This design comes from an exercise in tuning for small area, a short achievable clock period and few clock cycles per item on the open sky130 flow, not from production work. Function was checked by simulation only, so behaviour that the tests miss may differ from the original. Power and IR drop assume default switching activity.

==> branch garnet <==
Design mvm_top, start of the top module:
module mvm_top (
	input  logic           clk,
	input  logic           reset,
	input  logic           load_matrix,
	input  logic           load_vector,
	input  logic           start,
	input  mvm_pkg::elem_t data_in,
	output logic           done,
	output mvm_pkg::acc_t  data_out
);
	logic [mvm_pkg::ROWS-1:0] row_ins;
	logic                     vec_ins;
	logic [mvm_pkg::PH_W-1:0] x_sel;
	logic                     x_valid;
	logic                     m_first;
	mvm_pkg::elem_t           data_q;
	mvm_pkg::elem_t           x_src;
	logic [9:0]               xm1, xm2, xm3, xn1, xn2;
	logic [9:0]               x_ext;
	logic [mvm_pkg::RING-1:0][mvm_pkg::DATA_W-1:0] x_slot;
	mvm_pkg::acc_t [mvm_pkg::ROWS-1:0] acc_s;
	mvm_pkg::acc_t [mvm_pkg::ROWS-1:0] acc_c;
	mvm_sequencer seq_i (
		.clk        (clk),
		.reset      (reset),
		.load_matrix(load_matrix),
		.load_vector(load_vector),
		.start      (start),
		.row_ins    (row_ins),
		.vec_ins    (vec_ins),
		.x_sel      (x_sel),
		.x_valid    (x_valid),
		.m_first    (m_first),
		.done       (done)
	);
	word_ram #(
		.WIDTH(mvm_pkg::DATA_W),
		.DEPTH(mvm_pkg::RING)
	) vec_ring_i (
		.clk  (clk),
		.ins  (vec_ins),
		.wdata(data_in),
		.slot (x_slot)
	);
	always_ff @(posedge clk) begin
		data_q <= data_in;
	end
	assign x_src = vec_ins ? data_in : mvm_pkg::elem_t'(x_slot[x_sel]);
	assign x_ext = 10'(x_src);
	always_ff @(posedge clk) begin
		xm1 <= x_valid ? x_ext : '0;
		xn1 <= x_valid ? -x_ext : '0;
		xm3 <= x_valid ? x_ext + (x_ext << 1) : '0;
	end
	assign xm2 = xm1 << 1;
	assign xn2 = xn1 << 1;
	for (genvar r = 0; r < mvm_pkg::ROWS; r++) begin : g_row
		mac_row #(
			.TAP((r + 1) % mvm_pkg::RING)
		) row_i (
			.clk     (clk),
			.ins     (row_ins[r]),
			.data_q  (data_q),
			.first   (m_first),
			.xm1     (xm1),
			.xm2     (xm2),
			.xm3     (xm3),
			.xn1     (xn1),
			.xn2     (xn2),
			.acc_s   (acc_s[r]),
			.acc_c   (acc_c[r])
		);
	end
	result_store res_i (
		.clk      (clk),
		.first    (done),
  ...
export LEC_CHECK = 0
export ABC_AREA = 1
export CAP_MARGIN = 20
export CORE_MARGIN = 2
export CORE_UTILIZATION = 40
export SLEW_MARGIN = 20
create_clock -name core_clock -period 6.5 [get_ports {clk}]
run.sh (not shown) runs the stock make flow with config.mk's settings and CLKGATE_MAP_FILE= SYNTH_SCRIPT=/design/flow/synth_recipe.tcl, a recipe that flattens the netlist after the stock synthesis.
==> branch raven (differences from branch garnet) <==
--- a/flow/design.v
+++ b/flow/design.v
@@ -308,23 +308,31 @@
 endmodule
 `default_nettype wire
 `timescale 1ns/1ps
 `default_nettype none
 module result_store (
 	input  logic                              clk,
-	input  logic                              first,     
+	input  logic                              rd_go,     
 	input  mvm_pkg::acc_t [mvm_pkg::ROWS-1:0] acc_s,
 	input  mvm_pkg::acc_t [mvm_pkg::ROWS-1:0] acc_c,
 	output mvm_pkg::acc_t                     data_out
 );
-	logic [3:0] rd_idx;
-	logic [3:0] sel;
-	assign sel = first ? 4'd0 : rd_idx;
+	logic [mvm_pkg::ROWS-1:0] rd_oh;   
+	mvm_pkg::acc_t            sel_s;
+	mvm_pkg::acc_t            sel_c;
+	always_comb begin
+		sel_s = '0;
+		sel_c = '0;
+		for (int r = 0; r < mvm_pkg::ROWS; r++) begin
+			sel_s |= acc_s[r] & {mvm_pkg::ACC_W{rd_oh[r]}};
+			sel_c |= acc_c[r] & {mvm_pkg::ACC_W{rd_oh[r]}};
+		end
+	end
 	always_ff @(posedge clk) begin
-		rd_idx   <= sel + 4'd1;
-		data_out <= acc_s[sel] + acc_c[sel];
+		rd_oh    <= rd_go ? mvm_pkg::ROWS'(1) : {rd_oh[mvm_pkg::ROWS-2:0], 1'b0};
+		data_out <= sel_s + sel_c;
 	end
 endmodule
 `default_nettype wire
 `timescale 1ns/1ps
 `default_nettype none
 module mvm_sequencer (
@@ -335,12 +343,13 @@
 	input  logic                      start,
 	output logic [mvm_pkg::ROWS-1:0]  row_ins,    
 	output logic                      vec_ins,    
 	output logic [mvm_pkg::PH_W-1:0]  x_sel,      
 	output logic                      x_valid,    
 	output logic                      m_first,    
+	output logic                      rd_go,      
 	output logic                      done
 );
 	localparam logic [mvm_pkg::PH_W-1:0] PH_LAST = mvm_pkg::PH_W'(mvm_pkg::RING - 1);
 	logic [mvm_pkg::PH_W-1:0] ph;
 	logic       m_act;
 	logic [7:0] m_cnt;
@@ -423,21 +432,22 @@
 			if (fb_run && ph == PH_LAST) begin
 				fb_run <= 1'b0;
 			end
 		end
 	end
 	assign x_valid = (vec_ins && aligned) || fb_run;
+	assign rd_go   = !reset && ((start && valid) || m_fb_last);
 	always_ff @(posedge clk) begin
 		if (reset) begin
 			m_first   <= 1'b0;
 			m_fb_last <= 1'b0;
 			done      <= 1'b0;
 		end else begin
 			m_first   <= x_valid && (ph == 5'd1);
 			m_fb_last <= fb_run && (ph == PH_LAST);
-			done      <= (start && valid) || m_fb_last;
+			done      <= rd_go;
 		end
 	end
 endmodule
 `default_nettype wire
 `timescale 1ns/1ps
 `default_nettype none
@@ -452,12 +462,13 @@
 	output mvm_pkg::acc_t  data_out
 );
 	logic [mvm_pkg::ROWS-1:0] row_ins;
 	logic                     vec_ins;
 	logic [mvm_pkg::PH_W-1:0] x_sel;
 	logic                     x_valid;
+	logic                     rd_go;
 	logic                     m_first;
 	mvm_pkg::elem_t           data_q;
 	mvm_pkg::elem_t           x_src;
 	logic [9:0]               xm1, xm2, xm3, xn1, xn2;
 	logic [9:0]               x_ext;
 	logic [mvm_pkg::RING-1:0][mvm_pkg::DATA_W-1:0] x_slot;
@@ -471,12 +482,13 @@
 		.start      (start),
 		.row_ins    (row_ins),
 		.vec_ins    (vec_ins),
 		.x_sel      (x_sel),
 		.x_valid    (x_valid),
 		.m_first    (m_first),
+		.rd_go      (rd_go),
 		.done       (done)
 	);
 	word_ram #(
 		.WIDTH(mvm_pkg::DATA_W),
 		.DEPTH(mvm_pkg::RING)
 	) vec_ring_i (
@@ -513,13 +525,13 @@
 			.acc_s   (acc_s[r]),
 			.acc_c   (acc_c[r])
 		);
 	end
 	result_store res_i (
 		.clk      (clk),
-		.first    (done),
+		.rd_go    (rd_go),
 		.acc_s    (acc_s),
 		.acc_c    (acc_c),
 		.data_out (data_out)
 	);
 endmodule
 `default_nettype wire
Settings changed: ABC_AREA 1 to 0, ABC_CLOCK_PERIOD_IN_PS set to 3000, CORE_UTILIZATION 40 to 50, CTS_BUF_LIST set to sky130_fd_sc_hd__clkbuf_4 sky130_fd_sc_hd__clkbuf_8, SETUP_SLACK_MARGIN set to 3.3.
==> branch fjord (differences from branch garnet) <==
--- a/flow/design.v
+++ b/flow/design.v
@@ -308,23 +308,31 @@
 endmodule
 `default_nettype wire
 `timescale 1ns/1ps
 `default_nettype none
 module result_store (
 	input  logic                              clk,
-	input  logic                              first,     
+	input  logic                              rd_go,     
 	input  mvm_pkg::acc_t [mvm_pkg::ROWS-1:0] acc_s,
 	input  mvm_pkg::acc_t [mvm_pkg::ROWS-1:0] acc_c,
 	output mvm_pkg::acc_t                     data_out
 );
-	logic [3:0] rd_idx;
-	logic [3:0] sel;
-	assign sel = first ? 4'd0 : rd_idx;
+	logic [mvm_pkg::ROWS-1:0] rd_oh;   
+	mvm_pkg::acc_t            sel_s;
+	mvm_pkg::acc_t            sel_c;
+	always_comb begin
+		sel_s = '0;
+		sel_c = '0;
+		for (int r = 0; r < mvm_pkg::ROWS; r++) begin
+			sel_s |= acc_s[r] & {mvm_pkg::ACC_W{rd_oh[r]}};
+			sel_c |= acc_c[r] & {mvm_pkg::ACC_W{rd_oh[r]}};
+		end
+	end
 	always_ff @(posedge clk) begin
-		rd_idx   <= sel + 4'd1;
-		data_out <= acc_s[sel] + acc_c[sel];
+		rd_oh    <= rd_go ? mvm_pkg::ROWS'(1) : {rd_oh[mvm_pkg::ROWS-2:0], 1'b0};
+		data_out <= sel_s + sel_c;
 	end
 endmodule
 `default_nettype wire
 `timescale 1ns/1ps
 `default_nettype none
 module mvm_sequencer (
@@ -335,12 +343,13 @@
 	input  logic                      start,
 	output logic [mvm_pkg::ROWS-1:0]  row_ins,    
 	output logic                      vec_ins,    
 	output logic [mvm_pkg::PH_W-1:0]  x_sel,      
 	output logic                      x_valid,    
 	output logic                      m_first,    
+	output logic                      rd_go,      
 	output logic                      done
 );
 	localparam logic [mvm_pkg::PH_W-1:0] PH_LAST = mvm_pkg::PH_W'(mvm_pkg::RING - 1);
 	logic [mvm_pkg::PH_W-1:0] ph;
 	logic       m_act;
 	logic [7:0] m_cnt;
@@ -423,21 +432,22 @@
 			if (fb_run && ph == PH_LAST) begin
 				fb_run <= 1'b0;
 			end
 		end
 	end
 	assign x_valid = (vec_ins && aligned) || fb_run;
+	assign rd_go   = !reset && ((start && valid) || m_fb_last);
 	always_ff @(posedge clk) begin
 		if (reset) begin
 			m_first   <= 1'b0;
 			m_fb_last <= 1'b0;
 			done      <= 1'b0;
 		end else begin
 			m_first   <= x_valid && (ph == 5'd1);
 			m_fb_last <= fb_run && (ph == PH_LAST);
-			done      <= (start && valid) || m_fb_last;
+			done      <= rd_go;
 		end
 	end
 endmodule
 `default_nettype wire
 `timescale 1ns/1ps
 `default_nettype none
@@ -452,12 +462,13 @@
 	output mvm_pkg::acc_t  data_out
 );
 	logic [mvm_pkg::ROWS-1:0] row_ins;
 	logic                     vec_ins;
 	logic [mvm_pkg::PH_W-1:0] x_sel;
 	logic                     x_valid;
+	logic                     rd_go;
 	logic                     m_first;
 	mvm_pkg::elem_t           data_q;
 	mvm_pkg::elem_t           x_src;
 	logic [9:0]               xm1, xm2, xm3, xn1, xn2;
 	logic [9:0]               x_ext;
 	logic [mvm_pkg::RING-1:0][mvm_pkg::DATA_W-1:0] x_slot;
@@ -471,12 +482,13 @@
 		.start      (start),
 		.row_ins    (row_ins),
 		.vec_ins    (vec_ins),
 		.x_sel      (x_sel),
 		.x_valid    (x_valid),
 		.m_first    (m_first),
+		.rd_go      (rd_go),
 		.done       (done)
 	);
 	word_ram #(
 		.WIDTH(mvm_pkg::DATA_W),
 		.DEPTH(mvm_pkg::RING)
 	) vec_ring_i (
@@ -513,13 +525,13 @@
 			.acc_s   (acc_s[r]),
 			.acc_c   (acc_c[r])
 		);
 	end
 	result_store res_i (
 		.clk      (clk),
-		.first    (done),
+		.rd_go    (rd_go),
 		.acc_s    (acc_s),
 		.acc_c    (acc_c),
 		.data_out (data_out)
 	);
 endmodule
 `default_nettype wire
Settings changed: CORE_UTILIZATION 40 to 50, SETUP_SLACK_MARGIN set to 3.2.
==> reports/qor.csv <==
metric;value;unit
status;finished clean;
multi_input_cells;3873;
synthSimpleGateAreaFrac;0.0752;
grt_pass1_wl;407000;um
antenna_found_initial;31;
timing.fmax;300;MHz
That was branch fjord.
==> reports/qor.csv <==
metric;value;unit
grt_pass1_wl;408000;um
place_area;0.101;mm^2
reg2reg_slack;3.27;ns
so.violations;antenna rules;
relSlewSlack;0.223;
timing.fmax;309;MHz
antenna_found_initial;51;
status;failed layout checks;
detail-route-antenna-nets;1;
That was branch raven.
==> reports/qor.csv <==
metric;value;unit
grt_pass1_wl;400000;um
status;finished clean;
synthSimpleGateAreaFrac;0.0917;
synthMuxAreaShare;0.0140;
sequentialPowerShare;0.426;
timing.fmax;228;MHz
die-area;0.245;mm^2
That was branch garnet.
Testbench counts of branch garnet, summed over its fixed seeds: cycles 10,104, items 192.
Testbench counts of branch raven, summed over its fixed seeds: cycles 10,104, items 192.
Testbench counts of branch fjord, summed over its fixed seeds: cycles 10,104, items 192.

==> wip/xenon: inputs <==
mvm_top, a different RTL version from the one above (not shown whole).
export LEC_CHECK = 0
export ABC_AREA = 1
export CAP_MARGIN = 20
export CORE_MARGIN = 2
export CORE_UTILIZATION = 56
export CTS_CLUSTER_DIAMETER = 100
export CTS_CLUSTER_SIZE = 24
export SETUP_SLACK_MARGIN = 3.6
export SLEW_MARGIN = 20
create_clock -name core_clock -period 6.5 [get_ports {clk}]
==> wip/cedar: changes against wip/xenon <==
ABC_AREA = 0   (was 1)
ABC_CLOCK_PERIOD_IN_PS = 3000   (was default)
CORE_UTILIZATION = 50   (was 56)
SETUP_SLACK_MARGIN = 3.4   (was 3.6)
==> wip/onyx: changes against wip/xenon <==
CORE_UTILIZATION = 50   (was 56)
==> wip/willow: changes against wip/xenon <==
CORE_UTILIZATION = 60   (was 56)
==> notes <==
- The lowest power belongs to wip/cedar, the highest to wip/onyx.
- In sequential power, wip/willow and wip/onyx hardly differ.
- wip/xenon passed the timing, DRC and antenna checks. wip/onyx finished with timing, DRC and antenna clean. wip/cedar finished clean. wip/willow passed the timing, DRC and antenna checks.
- Clock skew, highest first: wip/onyx, wip/willow, wip/xenon, wip/cedar.
- Of wip/onyx and wip/willow, wip/onyx has the higher clock power (gap 3.4%, measured against wip/willow).
- Against wip/xenon, the final area of wip/cedar is larger by about 3.5%.
- Critical path depth is the same in wip/cedar and wip/xenon.
==> figures <==
metric                                                                     wip/willow                       wip/cedar                        wip/xenon                         wip/onyx
Total Power                                                                  0.0373 W                        0.0352 W                         0.0375 W                         0.0380 W
Share of post-route cells with drive strength above 1                          0.0905                           0.153                           0.0889                           0.0968
DIE AREA                                                                    0.161 mm²                       0.199 mm²                        0.172 mm²                        0.192 mm²
DR WL/cell                                                                    26.9 µm                         27.4 µm                          28.0 µm                          27.0 µm
Chip Width                                                                     401 µm                          446 µm                           415 µm                           438 µm
End point of the most critical hold path               g_row[6].row_i.ring_i.slot[32]  g_row[6].row_i.ring_i.slot[63]  g_row[11].row_i.ring_i.slot[79]  g_row[9].row_i.ring_i.slot[112]
Total standard cell area after synthesis                                   0.0944 mm²                      0.0979 mm²                       0.0944 mm²                       0.0944 mm²
Status                                                       timing/DRC/antenna clean        timing/DRC/antenna clean         timing/DRC/antenna clean         timing/DRC/antenna clean
Critical-path cell with the highest stage delay              sky130_fd_sc_hd__dfxtp_4        sky130_fd_sc_hd__dfxtp_4           sky130_fd_sc_hd__or4_1        sky130_fd_sc_hd__a211oi_1
Power attributed to sequential cells                                         0.0201 W                        0.0199 W                         0.0202 W                         0.0203 W
Largest net degree at the start of global routing                                  90                             165                               66                               78
Wire length after detailed routing                                         278,000 µm                      275,000 µm                       294,000 µm                       293,000 µm
Rel. slew slack                                                                 0.207                           0.265                            0.177                            0.212
Testbench counts of wip/xenon, summed over its fixed seeds: cycles 10,104, items 192.
Testbench counts of wip/cedar, summed over its fixed seeds: cycles 10,104, items 192.
Testbench counts of wip/onyx, summed over its fixed seeds: cycles 10,104, items 192.
Testbench counts of wip/willow, summed over its fixed seeds: cycles 10,104, items 192.

==> inputs of 05-17 <==
mvm_top, a different RTL version from the one above (not shown whole).
==> module result_store, before the edit <==
module result_store (
	input  logic                              clk,
	input  logic                              rd_go,     
	input  logic                              first,     
	input  mvm_pkg::acc_t [mvm_pkg::ROWS-1:0] acc_s,
	input  mvm_pkg::acc_t [mvm_pkg::ROWS-1:0] acc_c,
	output mvm_pkg::acc_t                     data_out
);
	logic [mvm_pkg::ROWS-1:0] rd_oh;   
	mvm_pkg::acc_t            sel_s;
	mvm_pkg::acc_t            sel_c;
	mvm_pkg::acc_t            pre_s;
	mvm_pkg::acc_t            pre_c;
	always_comb begin
		sel_s = '0;
		sel_c = '0;
		for (int r = 1; r < mvm_pkg::ROWS; r++) begin
			sel_s |= acc_s[r] & {mvm_pkg::ACC_W{rd_oh[r]}};
			sel_c |= acc_c[r] & {mvm_pkg::ACC_W{rd_oh[r]}};
		end
	end
	always_ff @(posedge clk) begin
		rd_oh    <= rd_go ? mvm_pkg::ROWS'(2) : {rd_oh[mvm_pkg::ROWS-2:0], 1'b0};
		pre_s    <= sel_s;
		pre_c    <= sel_c;
		data_out <= (first ? acc_s[0] : pre_s) + (first ? acc_c[0] : pre_c);
	end
endmodule
==> module mvm_top, before the edit <==
module mvm_top (
	input  logic           clk,
	input  logic           reset,
	input  logic           load_matrix,
	input  logic           load_vector,
	input  logic           start,
	input  mvm_pkg::elem_t data_in,
	output logic           done,
	output mvm_pkg::acc_t  data_out
);
	logic [mvm_pkg::ROWS-1:0] row_ins;
	logic                     vec_ins;
	logic [mvm_pkg::PH_W-1:0] x_sel;
	logic                     x_valid;
	logic                     rd_go;
	logic                     m_first;
	logic                     m_live;
	mvm_pkg::elem_t           data_q;
	mvm_pkg::elem_t           x_src;
	mvm_pkg::elem_t           x_ring_q;
	logic [9:0]               xm1, xm2, xm3, xn1, xn2;
	logic [9:0]               x_ext;
	logic [mvm_pkg::RING-1:0][mvm_pkg::DATA_W-1:0] x_slot;
	mvm_pkg::acc_t [mvm_pkg::ROWS-1:0] acc_s;
	mvm_pkg::acc_t [mvm_pkg::ROWS-1:0] acc_c;
	mvm_sequencer seq_i (
		.clk        (clk),
		.reset      (reset),
		.load_matrix(load_matrix),
		.load_vector(load_vector),
		.start      (start),
		.row_ins    (row_ins),
		.vec_ins    (vec_ins),
		.x_sel      (x_sel),
		.x_valid    (x_valid),
		.m_first    (m_first),
		.m_live     (m_live),
		.rd_go      (rd_go),
		.done       (done)
	);
	word_ram #(
		.WIDTH(mvm_pkg::DATA_W),
		.DEPTH(mvm_pkg::RING)
	) vec_ring_i (
		.clk  (clk),
		.ins  (vec_ins),
		.wdata(data_in),
		.slot (x_slot)
	);
	always_ff @(posedge clk) begin
		data_q <= data_in;
	end
	always_ff @(posedge clk) begin
		x_ring_q <= mvm_pkg::elem_t'(x_slot[x_sel]);
	end
	assign x_src = vec_ins ? data_in : x_ring_q;
	assign x_ext = 10'(x_src);
	always_ff @(posedge clk) begin
		xm1 <= x_valid ? x_ext : '0;
		xn1 <= x_valid ? -x_ext : '0;
		xm3 <= x_valid ? x_ext + (x_ext << 1) : '0;
	end
	assign xm2 = xm1 << 1;
	assign xn2 = xn1 << 1;
	for (genvar r = 0; r < mvm_pkg::ROWS; r++) begin : g_row
		mac_row #(
			.TAP((r + 1) % mvm_pkg::RING)
		) row_i (
			.clk     (clk),
			.ins     (row_ins[r]),
			.data_q  (data_q),
			.first   (m_first),
			.live    (m_live),
			.xm1     (xm1),
			.xm2     (xm2),
			.xm3     (xm3),
			.xn1     (xn1),
			.xn2     (xn2),
			.acc_s   (acc_s[r]),
			.acc_c   (acc_c[r])
		);
	end
	result_store res_i (
		.clk      (clk),
		.rd_go    (rd_go),
		.first    (done),
		.acc_s    (acc_s),
		.acc_c    (acc_c),
		.data_out (data_out)
	);
endmodule
==> flow/config.mk <==
export PLATFORM = sky130hd
export DESIGN_NAME = mvm_top
export DESIGN_NICKNAME = mvm_top
export VERILOG_FILES = /design/flow/design.v
export SDC_FILE = /design/flow/constraint.sdc
export NUM_CORES = 4
export LEC_CHECK = 0
export ABC_AREA = 1
export CAP_MARGIN = 20
export CORE_MARGIN = 2
export CORE_UTILIZATION = 50
export CTS_CLUSTER_DIAMETER = 100
export CTS_CLUSTER_SIZE = 24
export SETUP_SLACK_MARGIN = 3.6
export SLEW_MARGIN = 20
==> flow/constraint.sdc <==
create_clock -name core_clock -period 6.5 [get_ports {clk}]
set_input_delay 1.3000 -clock core_clock [delete_from_list [all_inputs] [get_ports {clk}]]
set_output_delay 1.3000 -clock core_clock [all_outputs]
set_load 0.01 [all_outputs]
==> inputs of 05-19, as changes to 05-17 <==
--- a/flow/design.v
+++ b/flow/design.v
@@ -313,3 +313,2 @@
 	input  logic                              rd_go,     
-	input  logic                              first,     
 	input  mvm_pkg::acc_t [mvm_pkg::ROWS-1:0] acc_s,
@@ -321,4 +320,2 @@
 	mvm_pkg::acc_t            sel_c;
-	mvm_pkg::acc_t            pre_s;
-	mvm_pkg::acc_t            pre_c;
 	always_comb begin
@@ -326,3 +323,3 @@
 		sel_c = '0;
-		for (int r = 1; r < mvm_pkg::ROWS; r++) begin
+		for (int r = 0; r < mvm_pkg::ROWS; r++) begin
 			sel_s |= acc_s[r] & {mvm_pkg::ACC_W{rd_oh[r]}};
@@ -332,6 +329,4 @@
 	always_ff @(posedge clk) begin
-		rd_oh    <= rd_go ? mvm_pkg::ROWS'(2) : {rd_oh[mvm_pkg::ROWS-2:0], 1'b0};
-		pre_s    <= sel_s;
-		pre_c    <= sel_c;
-		data_out <= (first ? acc_s[0] : pre_s) + (first ? acc_c[0] : pre_c);
+		rd_oh    <= rd_go ? mvm_pkg::ROWS'(1) : {rd_oh[mvm_pkg::ROWS-2:0], 1'b0};
+		data_out <= sel_s + sel_c;
 	end
@@ -545,3 +540,2 @@
 		.rd_go    (rd_go),
-		.first    (done),
 		.acc_s    (acc_s),
--- a/flow/config.mk
+++ b/flow/config.mk
@@ -15 +15,2 @@
 export SLEW_MARGIN = 20
+export TNS_END_PERCENT = 10
==> run notes <==
metric                                                                               05-17                    05-19
Max FO, Critical Path                                                                   22                       26
Synth Area in Compound Gates                                                        8.191%                   7.874%
Pwr per Cell Area                                                            364.3 mW/mm^2            363.9 mW/mm^2
DP Cell Count                                                                       10,660                   10,510
Number of vias in the routed layout                                                 59,740                   59,110
Number of antenna violations at the first check in global routing                       28                       21
Fraction of area in multi-input gates                                               29.71%                   30.05%
Post-synthesis to final-layout area growth                                          10.23%                   10.01%
Via-to-Cell Ratio                                                                    5.457                    5.471
Terminus of the critical flop-to-flop path                                  res_i.pre_c[2]  g_row[3].row_i.acc_c[5]
Fin Clk Skew                                                                      47.59 ps                 64.79 ps
FF+latch count, synth                                                                2,941                    2,912
Cell internal pwr                                                                26,280 uW                25,740 uW
Multi-input gate area                                                         0.03131 mm^2             0.03121 mm^2
Final core utilization                                                              55.42%                   55.35%
Row cnt                                                                                160                      159
Crit path arrival time                                                             3690 ps                  3860 ps
Post-CTS repair timing setup buffer count                                               47                       22
Met2 capacity usage during global routing                                           40.41%                   41.77%
Post-synthesis cell type count                                                          46                       51
Clk cell area share                                                                 3.872%                   4.041%
Result of the run                                                  complete, no violations  complete, no violations
Testbench counts of 05-17, summed over its fixed seeds: cycles 10,104, items 192.
Testbench counts of 05-19, summed over its fixed seeds: cycles 10,104, items 192.

what the ideal ports hide:
Ports are ideal in the flow. The routed layouts listed here were re-timed in OpenROAD. Step 1, drivers: a clkbuf_16 drives clk and a buf_2 each remaining input, both assumed. Step 2 adds t to the input delays and takes it off the output delays; t is the mean of the earliest and latest rising clock arrival at the registers after step 1. Input paths then give back, and output paths get back, about the clock's delay inside the block. Slacks: ideal / step 1 / step 2; pairs: ideal / step 1.
| run | t, ns | setup WS [ns] | worst register clock-pin slew, ns |
|---|---|---|---|
| branch garnet | 1.018 | 2.110 / 2.110 / 2.110 | 0.07 / 0.07 |
| branch raven | 1.160 | 3.269 / 3.269 / 2.659 | 0.07 / 0.07 |
| branch fjord | 1.018 | 3.163 / 3.163 / 2.778 | 0.07 / 0.07 |
| wip/xenon | 0.927 | 3.486 / 3.486 / 2.905 | 0.12 / 0.12 |
| wip/cedar | 0.946 | 3.404 / 3.404 / 2.747 | 0.11 / 0.11 |
| wip/onyx | 0.941 | 3.502 / 3.502 / 2.956 | 0.11 / 0.11 |
| wip/willow | 0.910 | 3.560 / 3.560 / 2.913 | 0.12 / 0.12 |
| 05-17 | 0.939 | 3.464 / 3.464 / 2.875 | 0.12 / 0.12 |
| 05-19 | 0.944 | 3.387 / 3.356 / 2.900 | 0.11 / 0.11 |
For wip/cedar, which loses most, drivers alone change the setup slack by 0.000 ns; drivers and shift together by -0.657 ns.
